Source: an optimization exercise on an open RTL-to-GDS flow (aim: small area, a short achievable clock period and few clock cycles). Production flows keep margins and buffers that such runs may drop. In this exercise RTL edits were held to simulation tests only and were not proved equivalent to the original. Power and IR drop assume default switching activity.

==> inputs of v37 <==
## alignment_point_tour_optimizer
module alignment_point_tour_optimizer (
    input  wire logic                     i_clk,
    input  wire logic                     i_rst_n,
    input  wire logic                     i_cfg_wr_en,
    input  wire logic [2:0]               i_cfg_index,
    input  wire logic [20:0]              i_cfg_data,
    input  wire logic                     i_in_valid,
    output logic                          o_in_ready,
    input  wire logic [20:0]              i_point_azimuth,
    input  wire logic signed [19:0]       i_point_altitude,
    input  wire logic [16:0]              i_point_right_ascension,
    input  wire logic signed [19:0]       i_point_declination,
    input  wire logic                     i_last_point,
    output logic                          o_out_valid,
    input  wire logic                     i_out_ready,
    output logic [5:0]                    o_visit_index,
    output logic                          o_last_visit
);
export LEC_CHECK = 0
export ABC_AREA = 1
export CAP_MARGIN = 20
export CORE_MARGIN = 2
export CORE_UTILIZATION = 45
export CTS_BUF_LIST = sky130_fd_sc_hd__clkbuf_8
export SLEW_MARGIN = 20
export SYNTH_MEMORY_MAX_BITS = 8192
export SETUP_SLACK_MARGIN = 7.5
create_clock -name core_clock -period 12.0 [get_ports {i_clk}]
standard.sh (not shown) runs the stock make flow with config.mk's settings and CLKGATE_MAP_FILE= SYNTH_SCRIPT=/design/flow/synth_recipe.tcl, a recipe that flattens the netlist after the stock synthesis.
==> flow/flow/run.sh <==
#!/bin/bash
# Standard layout, with timing repair aiming well below the clock period.
set -euo pipefail
echo "export SETUP_SLACK_MARGIN = 7.5" >> config.mk
bash standard.sh > standard.log 2>&1
==> v26 (differences from v37) <==
--- a/flow/design.v
+++ b/flow/design.v
@@ -171,14 +171,12 @@
     localparam logic [1:0] IS_IDLE = 2'd0, IS_PRO = 2'd1, IS_PASS = 2'd2;
     logic [2:0]  r_st;
     logic        r_rdy;      
     logic [1:0]  r_ph;       
     logic [1:0]  r_iph, n_iph;   
     logic        l_or, l_two;    
-    logic        r_kv, r_inp, n_inp, tw_rs, tw_jump;
-    logic [4:0]  r_ka, r_kb, tw_hend, tw_e2, tw_end;
     logic [5:0]  r_n;
     logic [4:0]  nm1;
     logic [1:0]  r_iss;
     logic [2:0]  r_ipro;
     logic        r_ipS;
     logic [4:0]  r_ipos, r_ibase;
@@ -263,13 +261,12 @@
         logic       last;
         logic       nop;     
         logic       capv;
         logic [1:0] cap;
         logic       dir;
         logic       sk;      
-        logic       np;      
         logic [1:0] ph;      
         logic [4:0] tid;
     } t_tag;
     t_tag tg0, tg1, tg2, tg3, tg4, tg5, it;
     logic [XY-1:0]    x2n, c3;
     logic [K:0][XY-1:0] r_F, r_Nx;
@@ -303,18 +300,13 @@
         rem_bit[ffs_id] = 1'b1;
     end
     always_comb begin
         it = '0;
         n_iss = r_iss;  n_ipro = r_ipro;  n_ipS = r_ipS;  n_ifirst = r_ifirst;
         n_ipos = r_ipos;  n_ibase = r_ibase;  n_rem = r_rem;  n_iph = r_iph;
-        l_or = 1'b0;  l_two = 1'b0;  n_inp = 1'b0;
-        tw_hend = (7'(r_ibase) + 7'(2 * K - 1) < 7'(nm1)) ? 5'(r_ibase + 5'(2 * K - 1)) : nm1;
-        tw_e2   = (7'(r_kb) + 7'd1 < 7'(nm1)) ? 5'(r_kb + 5'd1) : nm1;
-        tw_rs   = r_kv && (7'(r_ibase) + 7'(K) <= 7'(r_ka));
-        tw_end  = !tw_rs ? nm1 : ((tw_e2 > tw_hend) ? tw_e2 : tw_hend);
-        tw_jump = tw_rs && (r_ipos == tw_hend) && (7'(r_ka) > 7'(tw_hend) + 7'd2) && (r_ipos != tw_end);
+        l_or = 1'b0;  l_two = 1'b0;
         cd = '0;
         if (r_st == ST_RUN) begin
             case (r_iss)
                 IS_PRO: begin
                     it.v = 1'b1;  it.nop = 1'b1;  it.capv = 1'b1;  it.cap = r_ipro[1:0];
                     case (r_iph)
@@ -370,15 +362,14 @@
                                 n_ipro  = 3'd3;
                                 n_ibase = r_ibase + 5'd1;
                             end
                         end
                         PH_TWO: begin
                             it.pos   = r_ipos;
-                            it.np    = r_inp;
                             it.first = (r_ibase == '0) ? (r_ipos == '0) : (r_ipos == r_ibase + 5'd1);
-                            it.last  = (r_ipos == tw_end);
+                            it.last  = (r_ipos == nm1);
                             cd = 7'(r_ipos) - 7'(r_ibase) - 7'(K - 1);
                             if (!cd[6] && (cd != '0) && (cd <= 7'(K))) begin
                                 it.capv = 1'b1;  it.cap = cd[1:0];
                             end
                             if (it.last) begin
                                 if (7'(r_ibase) + 7'(K) + 7'd2 <= 7'(r_n)) begin
@@ -386,15 +377,12 @@
                                     n_ipos  = r_ibase + 5'(K + 1);
                                 end else if ((r_firstiter || r_any2) && (r_n >= 6'd3)) begin
                                     n_iss = IS_PRO;  n_ipro = '0;  n_iph = PH_OR;  l_or = 1'b1;
                                 end else begin
                                     n_iss = IS_IDLE;
                                 end
-                            end else if (tw_jump) begin
-                                n_ipos = 5'(r_ka - 5'd1);
-                                n_inp  = 1'b1;
                             end else begin
                                 n_ipos = r_ipos + 5'd1;
                             end
                         end
                         default: begin
                             it.s     = r_ipS;
@@ -550,13 +538,13 @@
         d1_pos   <= tg5.pos;
         d1_base  <= tg5.base;
         for (int r = 0; r < K; r++) begin
             d1_w[r]  <= 25'(U[K+1]) - 25'(U[r+1]) - 25'(r_pu[r]);
             d1_nu[r] <= 25'd0 - 25'((tg5.ph == PH_TWO) ? U[r] : U[r+1]);
             if (tg5.ph == PH_TWO) begin
-                d1_pa[r] <= (7'(m) >= rw[r] + 7'd2) && !tg5.np;
+                d1_pa[r] <= (7'(m) >= rw[r] + 7'd2);
                 d1_pb[r] <= (m == nm1) && (rw[r] + 7'd1 <= 7'(nm1));
                 d1_ha[r] <= 5'(m - 5'd1);
             end else begin
                 d1_pa[r] <= !tg5.s && (rw[r] <= 7'(nm1)) &&
                             ((7'(m) < rw[r]) || (7'(m) >= rw[r] + 7'd2));
                 d1_pb[r] <= !tg5.s && (m == nm1) && (7'(nm1) > rw[r]);
@@ -713,14 +701,12 @@
             r_k      <= '0;
             r_vis    <= '0;
             r_gsk    <= 1'b0;
         end else begin
             r_iss <= n_iss;  r_ipro <= n_ipro;  r_ipS <= n_ipS;  r_ifirst <= n_ifirst;
             r_iph <= n_iph;
-            r_inp <= n_inp;
-            if (l_two) r_kv <= 1'b0;
             if (l_or) r_anyor <= 1'b0;
             if (l_two) begin
                 r_firstiter <= 1'b0;  r_any2 <= 1'b0;
             end
             r_ipos <= n_ipos;  r_ibase <= n_ibase;  r_rem <= n_rem;
             case (r_st)
@@ -740,13 +726,12 @@
                 ST_RUN: begin
                     if (act_rev) begin
                         r_st  <= ST_REV;
                         r_ra  <= a_lo;
                         r_rb  <= a_hi;
                         r_any2 <= 1'b1;
-                        r_kv <= 1'b1;  r_ka <= a_lo;  r_kb <= a_hi;
                         r_iss <= IS_IDLE;
                     end else if (act_mv) begin
                         r_st  <= ST_MV0;
                         r_ra  <= mv_s;
                         r_mh  <= mv_h;
                         r_up  <= (mv_h > mv_s);
@@ -757,13 +742,13 @@
                         r_gb  <= g_b;
                         r_gsk <= 1'b1;
                         if (g_fin || (r_n == 6'd1)) begin
                             if (r_n == 6'd1) begin
                                 r_st <= ST_OPRE;
                             end else begin
-                                r_ph <= PH_TWO;  r_firstiter <= 1'b1;  r_any2 <= 1'b0;  r_kv <= 1'b0;
+                                r_ph <= PH_TWO;  r_firstiter <= 1'b1;  r_any2 <= 1'b0;
                                 r_iss <= IS_PRO;  r_ipro <= '0;  r_iph <= PH_TWO;
                             end
                         end else begin
                             r_k <= r_k + 5'd1;
                         end
                     end else if (ph_done) begin
--- a/flow/config.mk
+++ b/flow/config.mk
@@ -6,10 +6,9 @@
 export NUM_CORES = 4
 export LEC_CHECK = 0
 export ABC_AREA = 1
 export CAP_MARGIN = 20
 export CORE_MARGIN = 2
 export CORE_UTILIZATION = 45
-export CTS_BUF_LIST = sky130_fd_sc_hd__clkbuf_8
 export SLEW_MARGIN = 20
 export SYNTH_MEMORY_MAX_BITS = 8192
 export SETUP_SLACK_MARGIN = 7.5
==> v35 (differences from v37) <==
--- a/flow/design.v
+++ b/flow/design.v
@@ -276,13 +276,13 @@
     logic [XY-1:0]    xp1, xp2, cx3, cx4, cx5, r_bxy;
     logic             flush;
     logic [1:0]  n_iss;
     logic [2:0]  n_ipro;
     logic        n_ipS, n_ifirst;
     logic [4:0]  n_ipos, n_ibase;
-    logic [N-1:0] n_rem, nmask, rem_bit, gsrc;
+    logic [N-1:0] n_rem, nmask, rem_bit, gsrc, gbmask;
     logic         grow;
     logic [C_W-1:0] r_best;
     logic [4:0]     r_btid;
     logic           r_ghave, r_gsk, r_grow, g_e, g_have, g_lt, g_fin;
     logic [N-1:0]   g_lmask;
     logic [4:0]     g_left;
@@ -291,13 +291,15 @@
     logic [6:0]  cd;
     always_comb begin
         nmask = '0;
         for (int e = 0; e < N; e++) begin
             if (6'(e) < r_n) nmask[e] = 1'b1;
         end
-        gsrc = (r_iss == IS_PASS) ? r_rem : (~r_vis & nmask);
+        gbmask = '0;
+        gbmask[r_gb] = r_gsk;
+        gsrc = ((r_iss == IS_PASS) ? r_rem : (~r_vis & nmask)) & ~gbmask;
         ffs_id = '0;
         for (int e = N - 1; e >= 0; e--) begin
             if (gsrc[e]) ffs_id = 5'(e);
         end
         rem_bit = '0;
         rem_bit[ffs_id] = 1'b1;
@@ -360,12 +362,13 @@
                     it.v = 1'b1;
                     it.base = r_ibase;
                     case (r_iph)
                         PH_GR: begin
                             it.dir   = 1'b1;
                             it.pos   = ffs_id;
+                            it.sk    = (gsrc == '0);
                             it.last  = ((gsrc & (gsrc - 1'b1)) == '0);
                             n_rem    = gsrc & ~rem_bit;
                             if (it.last) begin
                                 n_iss   = (6'(r_ibase) + 6'd2 < r_n) ? IS_PRO : IS_IDLE;
                                 n_ipro  = 3'd3;
                                 n_ibase = r_ibase + 5'd1;
--- a/flow/config.mk
+++ b/flow/config.mk
@@ -6,10 +6,11 @@
 export NUM_CORES = 4
 export LEC_CHECK = 0
 export ABC_AREA = 1
 export CAP_MARGIN = 20
 export CORE_MARGIN = 2
 export CORE_UTILIZATION = 45
-export CTS_BUF_LIST = sky130_fd_sc_hd__clkbuf_8
+export CTS_CLUSTER_DIAMETER = 80
+export CTS_CLUSTER_SIZE = 30
 export SLEW_MARGIN = 20
 export SYNTH_MEMORY_MAX_BITS = 8192
 export SETUP_SLACK_MARGIN = 7.5
==> run notes <==
largest net degree at the start of global routing=between 150 and 200; status=finished clean; syn_area_per_cell=about 9.5 sq um; syn nets=18,700; number of global-route vias before repair=120,000; Yosys cell types=just over 90; Area contributors post-synth=edfxtp_1 39%, dfxtp_1 15%, ha_1 7.3%; Multi-input gate area=69,100 sq um; Core Area=369,000 sq um; power share of the sequential group=0.369; power share of the combinational group=0.412; Max Clk Rate=roughly 0.22 GHz; CP delay by family, top=compound AO/OA/AOI/OAI gates; share of post-route cells with drive strength above 1=0.0855; initial DRC count=approximately 13,000; Post-Synth XOR/XNOR Area=0.0386; Post-Synth Adder-Cell Area=0.0828; Non-Filler Instances=23,000; Die ar.=376,000 sq um
the above is filed under v26

==> run notes <==
Die ar.=between 300,000 and 400,000 sq um; status=finished clean; Area contributors post-synth=edfxtp_1 39%, dfxtp_1 14%, ha_1 7.4%; syn_area_per_cell=~9.5 sq um; syn nets=between 15,000 and 20,000; Core Area=372,000 sq um; Post-Synth XOR/XNOR Area=0.0396; Non-Filler Instances=around 24,000; Max Clk Rate=around 0.2 GHz; share of post-route cells with drive strength above 1=0.109; initial DRC count=around 13,000
the above is filed under v37

==> run notes <==
status=finished clean; Die ar.=roughly 380,000 sq um; initial DRC count=roughly 14,000; syn_area_per_cell=around 9.5 sq um; power share of the combinational group=0.455; Post-Synth XOR/XNOR Area=0.0386; number of global-route vias before repair=around 120k; Non-Filler Instances=~23,000; syn nets=19,000; largest net degree at the start of global routing=180; Yosys cell types=85; Core Area=373,000 sq um; Multi-input gate area=71,500 sq um; share of post-route cells with drive strength above 1=0.0894; power share of the sequential group=0.388; Area contributors post-synth=edfxtp_1 39%, dfxtp_1 14%, ha_1 7.4%
the above is filed under v35

Testbench counts of v37, summed over its fixed seeds: cycles 16,160.
Testbench counts of v26, summed over its fixed seeds: cycles 16,719.
Testbench counts of v35, summed over its fixed seeds: cycles 15,978.


==> 03-05 <==
Another version of the RTL of alignment_point_tour_optimizer (not shown whole).
Settings: LEC_CHECK=0, ABC_AREA=1, CAP_MARGIN=20, CORE_MARGIN=2, CORE_UTILIZATION=45, SLEW_MARGIN=20, SYNTH_MEMORY_MAX_BITS=8192, SETUP_SLACK_MARGIN=7.5; clock period 12.0 ns.
Scripts as last shown in full above: flow/flow/run.sh
==> 08-22 (differences from 03-05) <==
--- a/flow/design.v
+++ b/flow/design.v
@@ -167,13 +167,12 @@
     endfunction
     localparam logic [2:0] ST_LOAD = 3'd0, ST_RUN = 3'd1, ST_REV = 3'd2, ST_MV0 = 3'd3,
                            ST_MV = 3'd4, ST_OPRE = 3'd5, ST_OUT = 3'd6;
     localparam logic [1:0] PH_GR = 2'd0, PH_TWO = 2'd1, PH_OR = 2'd2;
     localparam logic [1:0] IS_IDLE = 2'd0, IS_PRO = 2'd1, IS_PASS = 2'd2;
     logic [2:0]  r_st;
-    logic        r_rdy;      
     logic [1:0]  r_ph;
     logic [5:0]  r_n;
     logic [4:0]  nm1;
     logic [1:0]  r_iss;
     logic [2:0]  r_ipro;
     logic        r_ipS;
@@ -259,32 +258,32 @@
         logic       dir;
         logic [4:0] tid;
     } t_tag;
     t_tag tg0, tg1, tg2, tg3, tg4, tg5, it;
     logic [XY-1:0]    x2n, c3;
     logic [K:0][XY-1:0] r_F, r_Nx;
-    logic [XY-1:0]    xp1, xp2, cx3, cx4, cx5, r_bxy;
+    logic [XY-1:0]    xp1, xp2;
     logic             flush;
     logic [1:0]  n_iss;
     logic [2:0]  n_ipro;
     logic        n_ipS, n_ifirst;
     logic [4:0]  n_ipos, n_ibase;
     logic [N-1:0] n_rem, nmask, rem_bit, gsrc;
-    logic         grow;
+    logic         grow, grow_next;
     logic [C_W-1:0] r_best;
     logic [4:0]     r_btid;
     logic           r_ghave, r_gsk, r_grow, g_e, g_have, g_lt;
     logic [4:0]     g_b;
     logic [4:0]  ffs_id;
     logic [6:0]  cd;
     always_comb begin
         nmask = '0;
         for (int e = 0; e < N; e++) begin
             if (6'(e) < r_n) nmask[e] = 1'b1;
         end
-        gsrc = (r_iss == IS_PASS) ? r_rem : (~r_vis & nmask);
+        gsrc = (r_iss == IS_IDLE) ? (~r_vis & nmask) : r_rem;
         ffs_id = '0;
         for (int e = N - 1; e >= 0; e--) begin
             if (gsrc[e]) ffs_id = 5'(e);
         end
         rem_bit = '0;
         rem_bit[ffs_id] = 1'b1;
@@ -297,36 +296,21 @@
         if (r_st == ST_RUN) begin
             case (r_iss)
                 IS_PRO: begin
                     it.v = 1'b1;  it.nop = 1'b1;  it.capv = 1'b1;  it.cap = r_ipro[1:0];
                     case (r_ph)
                         PH_GR: begin
-                            it = '0;
-                            if (r_ipro != '0) begin
-                                n_ipro = r_ipro - 3'd1;
-                            end else begin
-                                it.v     = 1'b1;
-                                it.dir   = 1'b1;
-                                it.pos   = ffs_id;
-                                it.base  = r_ibase;
-                                it.first = 1'b1;
-                                it.last  = ((gsrc & (gsrc - 1'b1)) == '0);
-                                n_rem    = gsrc & ~rem_bit;
-                                n_iss    = IS_PASS;
-                                if (it.last) begin
-                                    n_iss   = (6'(r_ibase) + 6'd1 < r_n) ? IS_PRO : IS_IDLE;
-                                    n_ipro  = 3'd3;
-                                    n_ibase = r_ibase + 5'd1;
-                                end
-                            end
+                            it.s  = 1'b1;
+                            n_iss = IS_PASS;  n_ifirst = 1'b1;
+                            n_rem = ~r_vis & nmask;
                         end
                         PH_TWO: begin
-                            it.pos = 5'(r_ipro);
-                            it.cap = 2'(r_ipro + 3'd1);
+                            it.s   = (r_ipro == 3'd0);
+                            it.pos = 5'(r_ipro - 3'd1);
                             n_ipro = r_ipro + 3'd1;
-                            if ((r_ipro + 3'd1 > 3'(K - 1)) || (6'(r_ipro) + 6'd1 > 6'(nm1))) begin
+                            if ((r_ipro + 3'd1 > 3'(K)) || (6'(r_ipro) + 6'd1 > r_n)) begin
                                 n_iss = IS_PASS;  n_ipos = '0;  n_ibase = '0;
                             end
                         end
                         default: begin
                             it.pos = 5'(r_ipro);
                             it.cap = 2'(r_ipro + 3'd1);
@@ -341,26 +325,24 @@
                     it.v = 1'b1;
                     it.base = r_ibase;
                     case (r_ph)
                         PH_GR: begin
                             it.dir   = 1'b1;
                             it.pos   = ffs_id;
+                            it.first = r_ifirst;
                             it.last  = ((gsrc & (gsrc - 1'b1)) == '0);
+                            n_ifirst = 1'b0;
                             n_rem    = gsrc & ~rem_bit;
-                            if (it.last) begin
-                                n_iss   = (6'(r_ibase) + 6'd1 < r_n) ? IS_PRO : IS_IDLE;
-                                n_ipro  = 3'd3;
-                                n_ibase = r_ibase + 5'd1;
-                            end
+                            if (it.last) n_iss = IS_IDLE;
                         end
                         PH_TWO: begin
                             it.pos   = r_ipos;
                             it.first = (r_ipos == r_ibase);
                             it.last  = (r_ipos == nm1);
                             cd = 7'(r_ipos) - 7'(r_ibase) - 7'(K - 1);
-                            if (!cd[6] && (cd != '0) && (cd <= 7'(K))) begin
+                            if (!cd[6] && (cd <= 7'(K))) begin
                                 it.capv = 1'b1;  it.cap = cd[1:0];
                             end
                             if (it.last) begin
                                 if (7'(r_ibase) + 7'(K) + 7'd2 <= 7'(r_n)) begin
                                     n_ibase = r_ibase + 5'(K);
                                     n_ipos  = r_ibase + 5'(K);
@@ -392,52 +374,55 @@
                             end else begin
                                 n_ipos = r_ipos + 5'd1;
                             end
                         end
                     endcase
                 end
-                default: ;
+                default: begin
+                    if ((r_ph == PH_GR) && grow_next) begin
+                        it.v     = 1'b1;
+                        it.dir   = 1'b1;
+                        it.pos   = ffs_id;
+                        it.first = 1'b1;
+                        it.last  = ((gsrc & (gsrc - 1'b1)) == '0);
+                        n_rem    = gsrc & ~rem_bit;
+                        n_ifirst = 1'b0;
+                        n_iss    = it.last ? IS_IDLE : IS_PASS;
+                    end
+                end
             endcase
         end
     end
     assign p_raddr = tg1.tid;
     assign x2n = tg1.s ? r_sconv
                        : {(r_alt_az ? 1'b0 : p_rdata[RAW_W-1]), p_rdata};
-    t_tag tg1_n;
+    t_tag tg1_n, inj;
     always_comb begin
+        inj      = '0;
+        inj.v    = 1'b1;  inj.nop = 1'b1;  inj.capv = 1'b1;  inj.dir = 1'b1;
+        inj.pos  = g_b;   inj.tid = g_b;
         tg1_n     = tg0;
         tg1_n.tid = tg0.dir ? tg0.pos : tmem[tg0.pos];
     end
     always_ff @(posedge i_clk) begin
         if (!i_rst_n || flush) begin
             tg0.v <= 1'b0;  tg1.v <= 1'b0;  tg2.v <= 1'b0;  tg3.v <= 1'b0;
             tg4.v <= 1'b0;  tg5.v <= 1'b0;
         end else begin
-            tg0 <= it;  tg1 <= tg1_n;  tg2 <= tg1;  tg3 <= tg2;
+            tg0 <= it;  tg1 <= grow_next ? inj : tg1_n;  tg2 <= tg1;  tg3 <= tg2;
             tg4 <= tg3;  tg5 <= tg4;
         end
         c3 <= x2n;
         for (int u = 0; u <= K; u++) begin
             if (tg1.v && tg1.capv && (tg1.cap == 2'(u))) r_Nx[u] <= x2n;
         end
-        if (r_ph == PH_GR) begin
-            if (tg1.v && tg1.first && (tg1.base == '0)) begin
-                r_F[0] <= r_sconv;
-            end else if (tg5.v && tg5.last) begin
-                r_F[0] <= (g_e && g_lt) ? cx5 : r_bxy;
-            end
-        end else if (tg1.v && tg1.first) begin
-            r_F[0] <= (tg1.base == '0) ? r_sconv : r_F[K];
-            for (int u = 1; u <= K; u++) r_F[u] <= r_Nx[u];
-        end
-        cx3 <= c3;  cx4 <= cx3;  cx5 <= cx4;
-        if (g_e && g_lt) begin
-            r_bxy <= cx5;
+        if (tg1.v && tg1.first) begin
+            r_F <= r_Nx;
         end
         if (tg1.v && tg1.first && (r_ph == PH_TWO)) begin
-            xp1 <= (tg1.base == '0) ? r_sconv : r_F[K];
+            xp1 <= r_Nx[0];
         end else begin
             xp1 <= c3;
         end
         xp2 <= xp1;
     end
     logic [NU-1:0][C_W-1:0] U;
@@ -462,12 +447,13 @@
     always_comb begin
         g_e    = tg5.v && !tg5.nop && (r_ph == PH_GR) && !(r_gsk && (tg5.tid == r_gb));
         g_have = !tg5.first && r_ghave;
         g_lt   = !g_have || (U[0] < r_best) || ((U[0] == r_best) && (tg5.tid < r_btid));
         grow   = r_grow;
         g_b    = r_btid;
+        grow_next = grow && (6'(r_k) != 6'(nm1));
     end
     always_ff @(posedge i_clk) begin
         if (tg5.v && !tg5.nop && (r_ph == PH_GR)) begin
             r_ghave <= g_have || g_e;
             if (g_e && g_lt) begin
                 r_best <= U[0];
@@ -516,14 +502,14 @@
             end else begin
                 d1_pa[r] <= !tg5.s && (rw[r] <= 7'(nm1)) &&
                             ((7'(m) < rw[r]) || (7'(m) >= rw[r] + 7'd2));
                 d1_pb[r] <= !tg5.s && (m == nm1) && (7'(nm1) > rw[r]);
                 d1_ha[r] <= (7'(m) < rw[r]) ? m : 5'(m - 5'd1);
             end
-            r_pu[r] <= (r_ph == PH_TWO) ? U[r] : U[r+1];
             if (e_v) begin
+                r_pu[r] <= (r_ph == PH_TWO) ? U[r] : U[r+1];
                 if (r_ph == PH_OR) begin
                     if (!tg5.s && (7'(m) == rw[r])) r_G[r] <= 25'(U[K+1]);
                     if (!tg5.s && (7'(m) == rw[r] + 7'd1)) r_G[r] <= r_G[r] + 25'(U[K+1]) - 25'(U[0]);
                 end
             end
         end
@@ -645,38 +631,35 @@
                 t_aa = r_ok;
             end
             default: ;
         endcase
     end
     logic in_beat, out_beat;
-    assign in_beat  = i_in_valid && r_rdy;
+    assign in_beat  = i_in_valid && (r_st == ST_LOAD);
     assign out_beat = r_ovalid && i_out_ready;
     always_ff @(posedge i_clk) begin
         if (!i_rst_n) begin
             r_st     <= ST_LOAD;
-            r_rdy    <= 1'b1;
             r_n      <= '0;
             r_iss    <= IS_IDLE;
             r_ovalid <= 1'b0;
         end else begin
             r_iss <= n_iss;  r_ipro <= n_ipro;  r_ipS <= n_ipS;  r_ifirst <= n_ifirst;
             r_ipos <= n_ipos;  r_ibase <= n_ibase;  r_rem <= n_rem;
             case (r_st)
                 ST_LOAD: begin
                     if (in_beat) begin
                         if (!r_n[5]) r_n <= r_n + 6'd1;
                         if (i_last_point) begin
                             r_st  <= ST_RUN;
-                            r_rdy <= 1'b0;
                             r_ph  <= PH_GR;
                             r_k   <= '0;
                             r_vis <= '0;
                             r_gsk <= 1'b0;
                             r_iss <= IS_PRO;
                             r_ipro <= '0;
-                            r_ibase <= '0;
                         end
                     end
                 end
                 ST_RUN: begin
                     if (act_rev) begin
                         r_st  <= ST_REV;
@@ -754,27 +737,23 @@
                 ST_OUT: begin
                     if (out_beat) begin
                         if (r_olast) begin
                             r_ovalid <= 1'b0;
                             r_n      <= '0;
                             r_st     <= ST_LOAD;
-                            r_rdy    <= 1'b1;
                         end else begin
                             r_oidx  <= t_rda;
                             r_olast <= (r_ok == nm1);
                             r_ok    <= r_ok + 5'd1;
                         end
                     end
                 end
-                default: begin
-                    r_st  <= ST_LOAD;
-                    r_rdy <= 1'b1;
-                end
+                default: r_st <= ST_LOAD;
             endcase
         end
     end
-    assign o_in_ready    = r_rdy;
+    assign o_in_ready    = (r_st == ST_LOAD);
     assign o_out_valid   = r_ovalid;
     assign o_visit_index = {1'b0, r_oidx};
     assign o_last_visit  = r_olast;
 endmodule
 `default_nettype wire
==> flow/run.sh (new file) <==
#!/bin/bash
# synth_recipe.tcl (not shown) runs the flow's synth.tcl, then flattens the netlist and writes it again
# the make line also repeats each setting of config.mk as NAME=value (left out here)
make -C /OpenROAD-flow-scripts/flow DESIGN_CONFIG=/design/flow/config.mk WORK_HOME=/design/flow/orfs CLKGATE_MAP_FILE= SYNTH_SCRIPT=/design/flow/synth_recipe.tcl finish
Settings changed: ABC_AREA 1 to unset, SETUP_SLACK_MARGIN 7.5 to 5.
removed: flow/flow/run.sh
removed: flow/standard.sh
==> 11-16 (differences from 03-05) <==
--- a/flow/design.v
+++ b/flow/design.v
@@ -317,16 +317,16 @@
                                     n_ipro  = 3'd3;
                                     n_ibase = r_ibase + 5'd1;
                                 end
                             end
                         end
                         PH_TWO: begin
-                            it.pos = 5'(r_ipro);
-                            it.cap = 2'(r_ipro + 3'd1);
+                            it.s   = (r_ipro == 3'd0);
+                            it.pos = 5'(r_ipro - 3'd1);
                             n_ipro = r_ipro + 3'd1;
-                            if ((r_ipro + 3'd1 > 3'(K - 1)) || (6'(r_ipro) + 6'd1 > 6'(nm1))) begin
+                            if ((r_ipro + 3'd1 > 3'(K)) || (6'(r_ipro) + 6'd1 > r_n)) begin
                                 n_iss = IS_PASS;  n_ipos = '0;  n_ibase = '0;
                             end
                         end
                         default: begin
                             it.pos = 5'(r_ipro);
                             it.cap = 2'(r_ipro + 3'd1);
@@ -354,13 +354,13 @@
                         end
                         PH_TWO: begin
                             it.pos   = r_ipos;
                             it.first = (r_ipos == r_ibase);
                             it.last  = (r_ipos == nm1);
                             cd = 7'(r_ipos) - 7'(r_ibase) - 7'(K - 1);
-                            if (!cd[6] && (cd != '0) && (cd <= 7'(K))) begin
+                            if (!cd[6] && (cd <= 7'(K))) begin
                                 it.capv = 1'b1;  it.cap = cd[1:0];
                             end
                             if (it.last) begin
                                 if (7'(r_ibase) + 7'(K) + 7'd2 <= 7'(r_n)) begin
                                     n_ibase = r_ibase + 5'(K);
                                     n_ipos  = r_ibase + 5'(K);
@@ -423,21 +423,20 @@
             if (tg1.v && tg1.first && (tg1.base == '0)) begin
                 r_F[0] <= r_sconv;
             end else if (tg5.v && tg5.last) begin
                 r_F[0] <= (g_e && g_lt) ? cx5 : r_bxy;
             end
         end else if (tg1.v && tg1.first) begin
-            r_F[0] <= (tg1.base == '0) ? r_sconv : r_F[K];
-            for (int u = 1; u <= K; u++) r_F[u] <= r_Nx[u];
+            r_F <= r_Nx;
         end
         cx3 <= c3;  cx4 <= cx3;  cx5 <= cx4;
         if (g_e && g_lt) begin
             r_bxy <= cx5;
         end
         if (tg1.v && tg1.first && (r_ph == PH_TWO)) begin
-            xp1 <= (tg1.base == '0) ? r_sconv : r_F[K];
+            xp1 <= r_Nx[0];
         end else begin
             xp1 <= c3;
         end
         xp2 <= xp1;
     end
     logic [NU-1:0][C_W-1:0] U;
Settings changed: ABC_AREA 1 to unset.
==> summary.txt <==
Logic synthesis
  • Syn Area/Cell: roughly 12 µm²

Detailed routing
  • Wire length on met2: 249 mm

STA
  • Fmax: 210 MHz
  • RSZ-0062 raised after global routing: true

Floorplan
  • Die height: ~610 µm

Placement
  • Final HPWL from detailed placement: a little under 400 mm

Layout
  • Synthesis-to-layout area growth: 13.1%
  • Clkbuf count: between 400 and 500

Run status
  • Outcome: timing/DRC/antenna clean
-- figures above: 11-16

==> summary.txt <==
Logic synthesis
  • Syn Area/Cell: 11.7 µm²

Floorplan
  • Die height: approximately 600 µm

Setup path
  • Buf/Inv on CP: 2

Layout
  • Synthesis-to-layout area growth: 11.8%
  • Clkbuf count: around 450

STA
  • RSZ-0062 raised after global routing: false
  • Fmax: between 150 and 200 MHz

Run status
  • Outcome: timing/DRC/antenna clean
-- figures above: 08-22

==> summary.txt <==
Run status
  • Outcome: timing/DRC/antenna clean

Floorplan
  • Cell row count: 219
  • Die height: between 600 and 700 µm
  • DIE AREA: 363,000 µm²

Logic synthesis
  • Top_reg_cell synth: edfxtp_1
  • Post-synth top cells: nand2_1, edfxtp_1, o21ai_0
  • Synth Area in Adders: under 10%
  • Syn Area/Cell: 9.50 µm²

Layout
  • Synthesis-to-layout area growth: 14.0%
  • Post-route insts no fill: ~22,000
  • Clkbuf count: between 400 and 500

Setup path
  • Critical Path Max Stage Delay: 0.37 ns

STA
  • RSZ-0062 raised after global routing: true

Flow run
  • Max Cap Viol: 0

Detailed routing
  • Wire length on met2: ~240 mm

Placement
  • Final HPWL from detailed placement: 362 mm
-- figures above: 03-05

Testbench counts of 03-05, summed over its fixed seeds: cycles 18,057.
Testbench counts of 08-22, summed over its fixed seeds: cycles 19,566.
Testbench counts of 11-16, summed over its fixed seeds: cycles 18,186.

## re-timing with driven ports
Ports are ideal in the flow. The routed layouts listed here were re-timed in OpenROAD. Step 1 assumes that a clkbuf_16 drives the clock port and a buf_2 every other input. Step 2 times the ports against the registers' clock, not the clock port: input delays grow and output delays shrink by t, the midpoint of the rising clock arrivals with the driver on. a / b / c = ideal / step 1 / step 2; a / b = the first two.
run	t, ns	setup slack, ns	worst data-port slew with drivers (ns)
v37	1.310	6.990 / 6.990 / 6.525	0.11
v26	1.071	7.353 / 7.353 / 6.766	0.12
v35	1.061	6.800 / 6.800 / 6.747	0.08
03-05	1.034	7.470 / 7.458 / 6.730	0.14
08-22	1.057	6.123 / 6.123 / 6.123	0.07
11-16	1.069	7.238 / 7.238 / 6.610	0.27
After both steps setup and hold are still met in every run listed. The setup slack of 03-05, which loses most, moves by -0.012 ns with the drivers and by -0.740 ns with both steps.
